This design comes from an exercise in tuning for small area on the open sky130 flow, not from production work.
No run shown here included a check of the RTL's function; only the layout flow was run.
No activity file was given, so power comes from the tool's default toggle rates.

===== flow/run.sh =====
#!/bin/bash
# Layout flow: the standard synthesis and ORFS steps, with these changes:
#  - after synthesis, the bit cells' a22oi gates are set to the _1 drive;
#  - ports are buffered with buf_2 instead of the resizer's default pick;
#  - the clock tree uses clkbuf_8 leaves on clusters of up to 15 sinks, clkbuf_16
#    above them, and no dummy loads.
# Each step's full output goes to a log file in the work folder.
set -euo pipefail
cd "$(dirname "$0")/.."

bash standard.sh synth > synth.log 2>&1

SYNTH_ODB=$PWD/orfs/results/$FLOW_PLATFORM/shift_reg/base/1_synth.odb \
  openroad -no_init -exit flow/downsize.tcl > downsize.log 2>&1
touch orfs/results/$FLOW_PLATFORM/shift_reg/base/1_synth.sdc

bash standard.sh \
  "BUFFER_PORTS_ARGS=-buffer_cell sky130_fd_sc_hd__buf_2" \
  "CTS_ARGS=-sink_clustering_enable -repair_clock_nets -dont_use_dummy_load -root_buf sky130_fd_sc_hd__clkbuf_16 -tree_buf sky130_fd_sc_hd__clkbuf_16 -buf_list {sky130_fd_sc_hd__clkbuf_8} -sink_clustering_size 15 -sink_clustering_max_diameter 60" \
  finish > layout.log 2>&1

===== flow/downsize.tcl =====
# Put the bit cells' inverting AND-OR gates back to the smallest drive: each
# drives one flip-flop D pin next to it, which the _1 size handles easily.
set odb $::env(SYNTH_ODB)
read_db $odb
set block [ord::get_db_block]
set db [ord::get_db]
set small [$db findMaster sky130_fd_sc_hd__a22oi_1]
set n 0
foreach inst [$block getInsts] {
  if { [[$inst getMaster] getName] eq "sky130_fd_sc_hd__a22oi_2" } {
    $inst swapMaster $small
    incr n
  }
}
puts "downsized $n a22oi_2 to a22oi_1"
write_db $odb

===== standard.sh =====
#!/bin/bash
# synth_recipe.tcl (not shown) runs the flow's synth.tcl, then flattens the netlist and writes it again
# the make line also repeats each setting of config.mk as NAME=value (left out here)
make -C /OpenROAD-flow-scripts/flow DESIGN_CONFIG=/design/flow/config.mk WORK_HOME=/design/flow/orfs CLKGATE_MAP_FILE= SYNTH_SCRIPT=/design/flow/synth_recipe.tcl "${@:-finish}"

===== config.mk =====
export PLATFORM = sky130hd
export DESIGN_NAME = shift_reg
export DESIGN_NICKNAME = shift_reg
export VERILOG_FILES = /design/flow/design.v
export SDC_FILE = /design/flow/constraint.sdc
export NUM_CORES = 4
export LEC_CHECK = 0
export CAP_MARGIN = 20
export CORE_MARGIN = 2
export CORE_UTILIZATION = 65
export GPL_TIMING_DRIVEN = 0
export PLACE_DENSITY = 0.75
export SETUP_SLACK_MARGIN = 0.3
export SLEW_MARGIN = 20
export SYNTH_HIERARCHICAL = 1
export SYNTH_MINIMUM_KEEP_SIZE = 0

===== constraint.sdc =====
create_clock -name core_clock -period 7.0 [get_ports {clk}]
set_input_delay 1.4000 -clock core_clock [delete_from_list [all_inputs] [get_ports {clk}]]
set_output_delay 1.4000 -clock core_clock [all_outputs]
set_load 0.01 [all_outputs]

===== design.v =====
package shift_reg_pkg;
  localparam int DEPTH  = 64;
  localparam int ADDR_W = $clog2(DEPTH);
  localparam int DATA_W = 16;
  typedef logic [DATA_W-1:0] word_t;
  typedef logic [ADDR_W-1:0] addr_t;
endpackage
module shift_reg_tap_mux
#(
  parameter int dataWidth = 16
) (
  input  logic [shift_reg_pkg::DEPTH-1:0][dataWidth-1:0] taps,
  input  shift_reg_pkg::addr_t                          wptr,
  input  logic                                          full,
  input  logic                                          flip,
  input  shift_reg_pkg::addr_t                          sel,
  output logic [dataWidth-1:0]                          dout
);
  localparam int DEPTH = shift_reg_pkg::DEPTH;
  localparam int NG    = DEPTH / 3;   
  logic [DEPTH-1:0] hit;
  logic             valid;
  logic             vflip;
  shift_reg_rd_dec u_dec (
    .wptr (wptr),
    .full (full),
    .sel  (sel),
    .hit  (hit),
    .valid(valid)
  );
  assign vflip = valid & flip;
  for (genvar b = 0; b < dataWidth; b++) begin : g_bit
    logic [DEPTH-1:0] col;
    logic [NG:0]      grp_n;
    always_comb begin
      for (int j = 0; j < DEPTH; j++) col[j] = taps[j][b];
    end
    for (genvar g = 0; g < NG; g++) begin : g_grp
      shift_reg_aoi3 u_aoi (
        .d  (col[3*g +: 3]),
        .h  (hit[3*g +: 3]),
        .y_n(grp_n[g])
      );
    end
    assign grp_n[NG] = ~(col[DEPTH-1] & hit[DEPTH-1]);
    assign dout[b] = ~&grp_n ^ vflip;
  end
endmodule
module shift_reg_rd_dec (
  input  shift_reg_pkg::addr_t               wptr,
  input  logic                               full,
  input  shift_reg_pkg::addr_t               sel,
  output logic [shift_reg_pkg::DEPTH-1:0]    hit,
  output logic                               valid
);
  logic [3:0] lo_sum, hi_sum0, hi_sum1;
  logic [7:0] lo_hot, hi_hot0, row;
  logic       c;
  assign lo_sum  = {1'b0, wptr[2:0]} + {1'b0, ~sel[2:0]};
  assign c       = lo_sum[3];
  assign hi_sum0 = {1'b0, wptr[5:3]} + {1'b0, ~sel[5:3]};
  assign hi_sum1 = {1'b0, wptr[5:3]} + {1'b0, ~sel[5:3]} + 4'd1;
  assign valid   = full | (c ? hi_sum1[3] : hi_sum0[3]);
  shift_reg_dec3 u_lo (.a(lo_sum[2:0]),  .y(lo_hot));
  shift_reg_dec3 u_hi (.a(hi_sum0[2:0]), .y(hi_hot0));
  always_comb begin
    for (int r = 0; r < 8; r++) begin
      row[r] = valid & (c ? hi_hot0[(r + 7) % 8] : hi_hot0[r]);
    end
    for (int j = 0; j < shift_reg_pkg::DEPTH; j++) begin
      hit[j] = row[j / 8] & lo_hot[j % 8];
    end
  end
endmodule
module shift_reg_dec3 (
  input  logic [2:0] a,
  output logic [7:0] y
);
  always_comb begin
    for (int i = 0; i < 8; i++) y[i] = (a == i);
  end
endmodule
module shift_reg_aoi3 (
  input  logic [2:0] d,
  input  logic [2:0] h,
  output logic       y_n
);
  assign y_n = ~|(d & h);
endmodule
module shift_reg
#(
  parameter int dataWidth = 16
) (
  input  logic                 clk,
  input  logic                 rst,
  input  logic                 shift,
  input  logic [dataWidth-1:0] din,
  input  shift_reg_pkg::addr_t address,
  output logic [dataWidth-1:0] dout
);
  logic [shift_reg_pkg::DEPTH-1:0][dataWidth-1:0] mem;
  logic [shift_reg_pkg::DEPTH-1:0][dataWidth-1:0] mem_nxt;
  logic [shift_reg_pkg::DEPTH-1:0]                we;
  logic [shift_reg_pkg::DEPTH-1:0]                we_n;
  logic [dataWidth-1:0]                           wdata;
  shift_reg_pkg::addr_t                           wptr;
  logic                                           full;
  logic                                           phase;
  always_ff @(posedge clk) begin
    if (rst) begin
      wptr  <= '0;
      full  <= 1'b0;
      phase <= 1'b0;
    end else begin
      phase <= ~phase;
      if (shift) begin
        wptr <= wptr + 1'b1;
        if (&wptr) full <= 1'b1;
      end
    end
  end
  always_comb begin
    for (int i = 0; i < shift_reg_pkg::DEPTH; i++) begin
      we[i]   = shift && (wptr == i);
      we_n[i] = !we[i];
    end
  end
  assign wdata = ~(din ^ {dataWidth{phase}});
  for (genvar i = 0; i < shift_reg_pkg::DEPTH; i++) begin : g_row
    for (genvar b = 0; b < dataWidth; b++) begin : g_bit
      shift_reg_cell u_cell (
        .we  (we[i]),
        .we_n(we_n[i]),
        .d_n (wdata[b]),
        .q   (mem[i][b]),
        .nxt (mem_nxt[i][b])
      );
    end
  end
  always_ff @(posedge clk) begin
    mem <= mem_nxt;
  end
  shift_reg_tap_mux #(
    .dataWidth(dataWidth)
  ) u_tap_mux (
    .taps (mem),
    .wptr (wptr),
    .full (full),
    .flip (~phase),
    .sel  (address),
    .dout (dout)
  );
endmodule
module shift_reg_cell (
  input  logic we,
  input  logic we_n,
  input  logic d_n,
  input  logic q,
  output logic nxt
);
  assign nxt = ~((we & d_n) | (we_n & q));
endmodule

==> flow_metrics.tcl, run 1 <==
set metrics [dict create \
    power.density_nw_per_um2 244.4 \
    design.die.area_um2 55840 \
    drive_gt1_frac 0.1801 \
    grt_setup_unrepaired "true" \
    vias 31970 \
    cts_tree "built" \
    clk_latency_ps 620 \
    portBuffers 39 \
    setup_viol 11 \
    drtIter0Drc 6847 \
    fp.dieH_um 236.3 \
    slew_headroom 0.1653 \
    rows 85 \
    cts-root-buf "clkbuf_16" \
    die_x_um 236.3 \
    grt_pass1_wl_um 187100 \
    min_period_over_period 1.040 \
    cts_buffers 79 \
    htree_num_levels 3 \
    power_uw 10020 \
    start_util 0.6545 \
    ios 41 \
    worstSetupPathType "in2out" \
    grt_antenna_before_repair 4 \
    fin_ws_ps -278.4 \
    syn-num-nets 2935 \
    grt_max_degree 18 \
    core_um2 53600 \
    max_freq_mhz 137.4 \
    syn_inst 2898 \
    hold_buffers 0 \
    met1_length_um 47300 \
    grt_pass1_vias 29510 \
    cp-end-kind "output pin" \
    top_layer "met5" \
    tightest_slew_ps 1252 \
    skew_ps 51.98 \
    routedWlPerCell_um 32.44 \
    wl_met3_um 19090 \
    wl_met2_um 53880 \
    slew_viol_final 0 \
    area_delta_synth_final_pct 16.85 \
    cts_buffer_depth 3 \
    first_pass_iters 13 \
    grt_usage 0.4384 \
    post-route-drc-count 0 \
    clock-sinks 1032 \
    status "finished with violations" \
    hold_viol 0 \
    startpoint_type "input pin" \
    p_leak_uw 0.01473 \
    yosys_warnings 10 \
    crit_fanout 7 \
    nNetsFinal 3293 \
    cts.reportedPaths.clkPinSlew_ps 70 \
    dp_hpwl_um 88180 \
    arrival_ps 5880 \
    gp_congestion 0.9754 \
    cp_data_required_time_ps 5600 \
    routed_wl_um 128200 \
    maxCapViolations 0 \
    holdCritPathClass "reg2reg" \
    period_minus_slack_ps 7278 \
    vias_per_cell 8.091 \
    post_synth.cell_area_avg_um2 12.11 \
    grt-ovfl-total 0 \
    ant_nets 0 \
    syn_area_um2 35080 \
    peakVddDrop_mv 0.1947 \
    fin_tns_setup_ps -1285 \
    so_faults "setup timing" \
]
[path summary, 6_finish.rpt]
check	from	cells past startpoint	slack, ps	end
setup / recovery	address[3]	19	-280	dout[6]
hold / removal	mem[811]$_DFF_P_	1	440	mem[811]$_DFF_P_
setup reg to reg	wptr[0]$_SDFFE_PP0P_	6	3950	mem[752]$_DFF_P_
hold reg to reg	mem[811]$_DFF_P_	1	440	mem[811]$_DFF_P_
[placed cells by master (no fill, tap or decap), drive strengths merged]
cell type,instances
a22oi,1024
clkbuf,86
nor3,2
o21ai,1
mux2i,9
or4,16
dfxtp,1032
a21oi,3
a2111oi,16
nand2,95
nand3,22
nor2b,2
o2111a,1
clkinv,2
and2,12
inv,23
ha,10
a21o,1
diode,1
or3,1
xnor2,18
nor2,62
or2,1
nand4,67
nor3b,72
and3b,8
xor2,20
buf,298
a222oi,336
o21ba,1
fa,2
nand3b,1
mux2,1
or3b,1
and3,8
[metrics by stage]
step           instances  hold WS, ps  worst slack, ps    util  instance area [um2]
3_3_place_gp        3633        422.9            -1907  0.6744                36150
4_1_cts             3924        440.1           -24.65  0.7585                40660
3_5_place_dp        3790        428.4            -1287  0.7148                38310
2_1_floorplan       2898        413.8            635.1       -                35080
6_report            3951        438.6           -278.4  0.7647                40990
5_1_grt             3951        452.2           -193.3  0.7647                40990
[sequential cells by signal (all words and copies together) (netlist names)]
register  flops
wptr          6
full          1
mem        1024
phase         1
[where the power goes]
group	switching, uW	total, uW	internal, uW
registers	133	6230	6100
logic	540	840	300
clock network	1810	2950	1140
[critical path, cell delays in order]
cell,delay (ps)
buf_12,120
clkinv_4,40
ha_4,120
inv_2,40
fa_2,430
xnor2_4,200
o2111a_1,230
mux2_4,190
buf_12,140
buf_12,110
buf_12,120
nor3b_4,80
buf_6,140
a222oi_1,700
nand4_1,490
or4_4,690
a2111oi_4,230
xor2_1,200
buf_2,160
[per-layer routing]
metal  vias up  global-route usage
met2      2558              0.6265
met3       427              0.1436
met1     15770              0.5920
li1      13210                   -
met5         -                   0
met4         4              0.2298
[final cells by class]
class	instances	area, um2
fillers	3387	12610
well taps	696	870.8
flip-flops and latches	1032	20660
repair buffers	276	2675
clock buffers	79	1189
plain buffers	29	267.8
inverters	25	103.9
multi-input cells	1813	15220
diodes	1	2.502
[what timing repair did]
item                       CTS  global route
buffers inserted            51            23
setup endpoints to repair   16            16
gates cloned                 4             3
pin swaps                   98            61
resized for setup          111            18
==> run 2: changes to the inputs <==
--- a/config.mk
+++ b/config.mk
@@ -8,7 +8,6 @@
 export CAP_MARGIN = 20
 export CORE_MARGIN = 2
-export CORE_UTILIZATION = 65
+export CORE_UTILIZATION = 40
 export GPL_TIMING_DRIVEN = 0
-export PLACE_DENSITY = 0.75
 export SETUP_SLACK_MARGIN = 0.3
 export SLEW_MARGIN = 20
==> run 2 against run 1 <==
Against the previous run: setup slack worse by 120 ps; largest cell class unchanged; clock power is 5% higher; worst hold slack better by 0.72 ps; largest power group unchanged; still fails the layout checks on setup timing; non-clock buffer count is 19 lower; cell count is 11% higher; utilization is 29 points lower; sequential share of layout area is 0.49 points lower; global-route usage is 15 points lower; design area is 0.97% higher; via count is 1.3% lower; highest routed layer unchanged; sequential cell count stayed put.
==> flow_metrics.tcl, run 2 <==
set metrics [dict create \
    rows 108 \
    r2r_end "mem[712]$_DFF_P_" \
    core_um2 86890 \
    hold_viol 0 \
    design.die.area_um2 90090 \
    clockPowerShare 0.305 \
    cp-end-kind "output pin" \
    so_faults "setup timing" \
    skew_ps 93.71 \
    cts_tree "built" \
    area_delta_synth_final_pct 17.98 \
    period_minus_slack_ps 7403 \
    worstSetupPathType "in2out" \
    grt_antenna_before_repair 4 \
    peakVddDrop_mv 0.1543 \
    slowest_stage "or4_4" \
    nNetsFinal 3279 \
    status "finished with violations" \
    start_util 0.4037 \
    yosys_warnings 10 \
    grt_usage 0.2863 \
    fin_ws_ps -402.6 \
    vias 31560 \
    grt_use_met3 0.05036 \
    critPathMaxStageDelay_ps 660 \
    top_usage_layer "met2" \
    setup_viol 16 \
    critPathBufInv 8 \
    crit_family "compound AO/OA/AOI/OAI gates" \
    drtIter0Drc 6326 \
    reg2reg_slack_ps 3820 \
    reg2reg_depth 6 \
    power.share.switching 0.2496 \
    htree_num_levels 3 \
    holdCritPathClass "reg2reg" \
    grt_max_degree 18 \
    syn_inst 2898 \
    r2r_start "wptr[0]$_SDFFE_PP0P_" \
    grt_setup_unrepaired "true" \
    dp_hpwl_um 93640 \
    hold_depth 1 \
    syn-num-nets 2935 \
    post-place-ws_ps -1613 \
    p_leak_uw 0.01460 \
    layout_commonest_cell "dfxtp_1" \
    cp_common_cell "buf_12" \
    first_pass_iters 14 \
    fin_tns_setup_ps -4473 \
    largest-register "mem" \
    crit_fanout 5 \
    die_x_um 300.1 \
    maxCapViolations 0 \
    max_freq_mhz 135.1 \
    tightest_slew_ps 1182 \
    p_switching_uw 2528 \
    crit_start "address[3]" \
    gp_congestion 0.9840 \
    vias_per_cell 7.179 \
    crit_end "dout[15]" \
    final_cell_mix "1032 x dfxtp_1, 1024 x a22oi_1, 336 x a222oi_1" \
    path_cells "buf_8 -> inv_4 -> ha_4 -> inv_2 -> fa_2 -> xnor2_4 -> o2111a_1 -> mux2_4 -> buf_12 -> buf_12 -> buf_12 -> nor3b_4 -> buf_6 -> a222oi_1 -> nand4_1 -> or4_4 -> a2111oi_4 -> xor2_2 -> buf_2" \
    min_period_over_period 1.058 \
    cts-root-buf "clkbuf_16" \
    grt-ovfl-total 0 \
    whs_ps 439.4 \
    cts.reportedPaths.clkPinSlew_ps 80 \
    grt_pass1_wl_um 197300 \
    grtUsageMet2 0.4408 \
    post_synth.cell_area_avg_um2 12.11 \
    largestRegisters "mem x1024, wptr x6" \
    largest_reg_flops 1024 \
    syn_area_um2 35080 \
    post-route-drc-count 0 \
    grt_pass1_vias 29660 \
    arrival_ps 6000 \
    finalCoreUtilization 0.4764 \
    clk_latency_ps 640 \
    ios 41 \
    power.density_nw_per_um2 244.7 \
    cp.depth 19 \
    p_int_uw 7601 \
    combPwrFrac 0.080 \
    startpoint_type "input pin" \
    clock-sinks 1032 \
    drive_gt1_frac 0.1818 \
    ant_nets 0 \
    cp_data_required_time_ps 5600 \
    portBuffers 39 \
    cts_buffers 85 \
    p_seq_frac 0.615 \
    slew_headroom 0.2089 \
    fp.dieH_um 300.1 \
    slew_viol_final 0 \
    routedWlPerCell_um 30.82 \
    routed_wl_um 135500 \
    use_met1 0.3922 \
    cts_buffer_depth 3 \
]
## run 2: cell types whose count changed in the layout (fill, tap and decap cells not counted), moves of 4 or more
| cell | previous run | this run |
|---|---|---|
| buf_4 | 87 | 91 |
| buf_6 | 133 | 118 |
| clkbuf_8 | 70 | 76 |
| nor2_1 | 21 | 10 |
| nor2_2 | 39 | 50 |
| nor3b_4 | 21 | 16 |
| xor2_1 | 19 | 10 |
| xor2_2 | 0 | 9 |
## run 2: worst min path at each step
| stage | start | end | slack, ps |
|---|---|---|---|
| 2_1_floorplan | mem[0]$_DFF_P_ | mem[0]$_DFF_P_ | 410 |
| 3_3_place_gp | mem[585]$_DFF_P_ | mem[585]$_DFF_P_ | 420 |
| 3_5_place_dp | mem[879]$_DFF_P_ | mem[879]$_DFF_P_ | 430 |
| 4_1_cts | mem[931]$_DFF_P_ | mem[931]$_DFF_P_ | 440 |
| 5_1_grt | mem[520]$_DFF_P_ | mem[520]$_DFF_P_ | 450 |
| 6_report | mem[487]$_DFF_P_ | mem[487]$_DFF_P_ | 440 |
## run 2: cell type report
cell class	instances	area, um2
fillers	7707	45500
flip-flops and latches	1032	20660
multi-input cells	1812	15260
repair buffers	257	2402
well taps	1155	1445
clock buffers	85	1271
plain buffers	29	246.5
inverters	25	98.84
diodes	1	2.502
## run 2: per-stage QoR
step | area (um2) | cells | power (uW)
2_1_floorplan | 35080 | 2898 | 6671
3_3_place_gp | 36720 | 4092 | 6918
3_5_place_dp | 38830 | 4243 | 7106
4_1_cts | 41140 | 4375 | 10140
5_1_grt | 41390 | 4395 | 10450
6_report | 41390 | 4396 | 10130
## run 2: repair_timing
action,CTS,global route
buffers inserted,44,20
pin swaps,86,48
gates resized for setup,99,16
setup endpoints to repair,16,16
hold buffers,0,0
gates cloned,3,0
endpoints found under the hold margin,0,0
## run 2: power groups by stage
stage               Combinational [uW]  Clock [uW]  Sequential, uW
finish                             807        3090            6230
global route                       837        3360            6250
floorplan                          347           0            6320
detailed placement                 748           0            6360
global placement                   573           0            6350
CTS                                776        3140            6220
## run 2: routing by layer
metal  wire length, um  vias up
li1                  -    13160
met1             54410    16020
met2             60820     2078
met3             13730      299
met4              6489        2
met5                12        -

## separate check: timing with driven ports
Ports are ideal in the flow. The routed layouts listed here were re-timed in OpenROAD. Step 1: set_driving_cell puts a clkbuf_16 on clk and a buf_2 on each other input, an assumption about the parent block. Step 2 times the ports against the registers' clock, not the clock port: input delays grow and output delays shrink by t, the midpoint of the rising clock arrivals with the driver on. Three values: no drivers, after step 1, after step 2; two values: the first two.
run	t (ns)	setup slack, ns	latest minus earliest clock arrival (ns)	slew at the worst register clock pin (ns)	cell pins on the clock port's net
run 1	0.659	-0.278 / -0.329 / -0.329	0.053 / 0.053	0.10 / 0.10	1
run 2	0.663	-0.403 / -0.444 / -0.444	0.096 / 0.095	0.10 / 0.10	1
For run 1, which loses most, drivers alone change the setup slack by -0.051 ns; drivers and shift together by -0.051 ns.
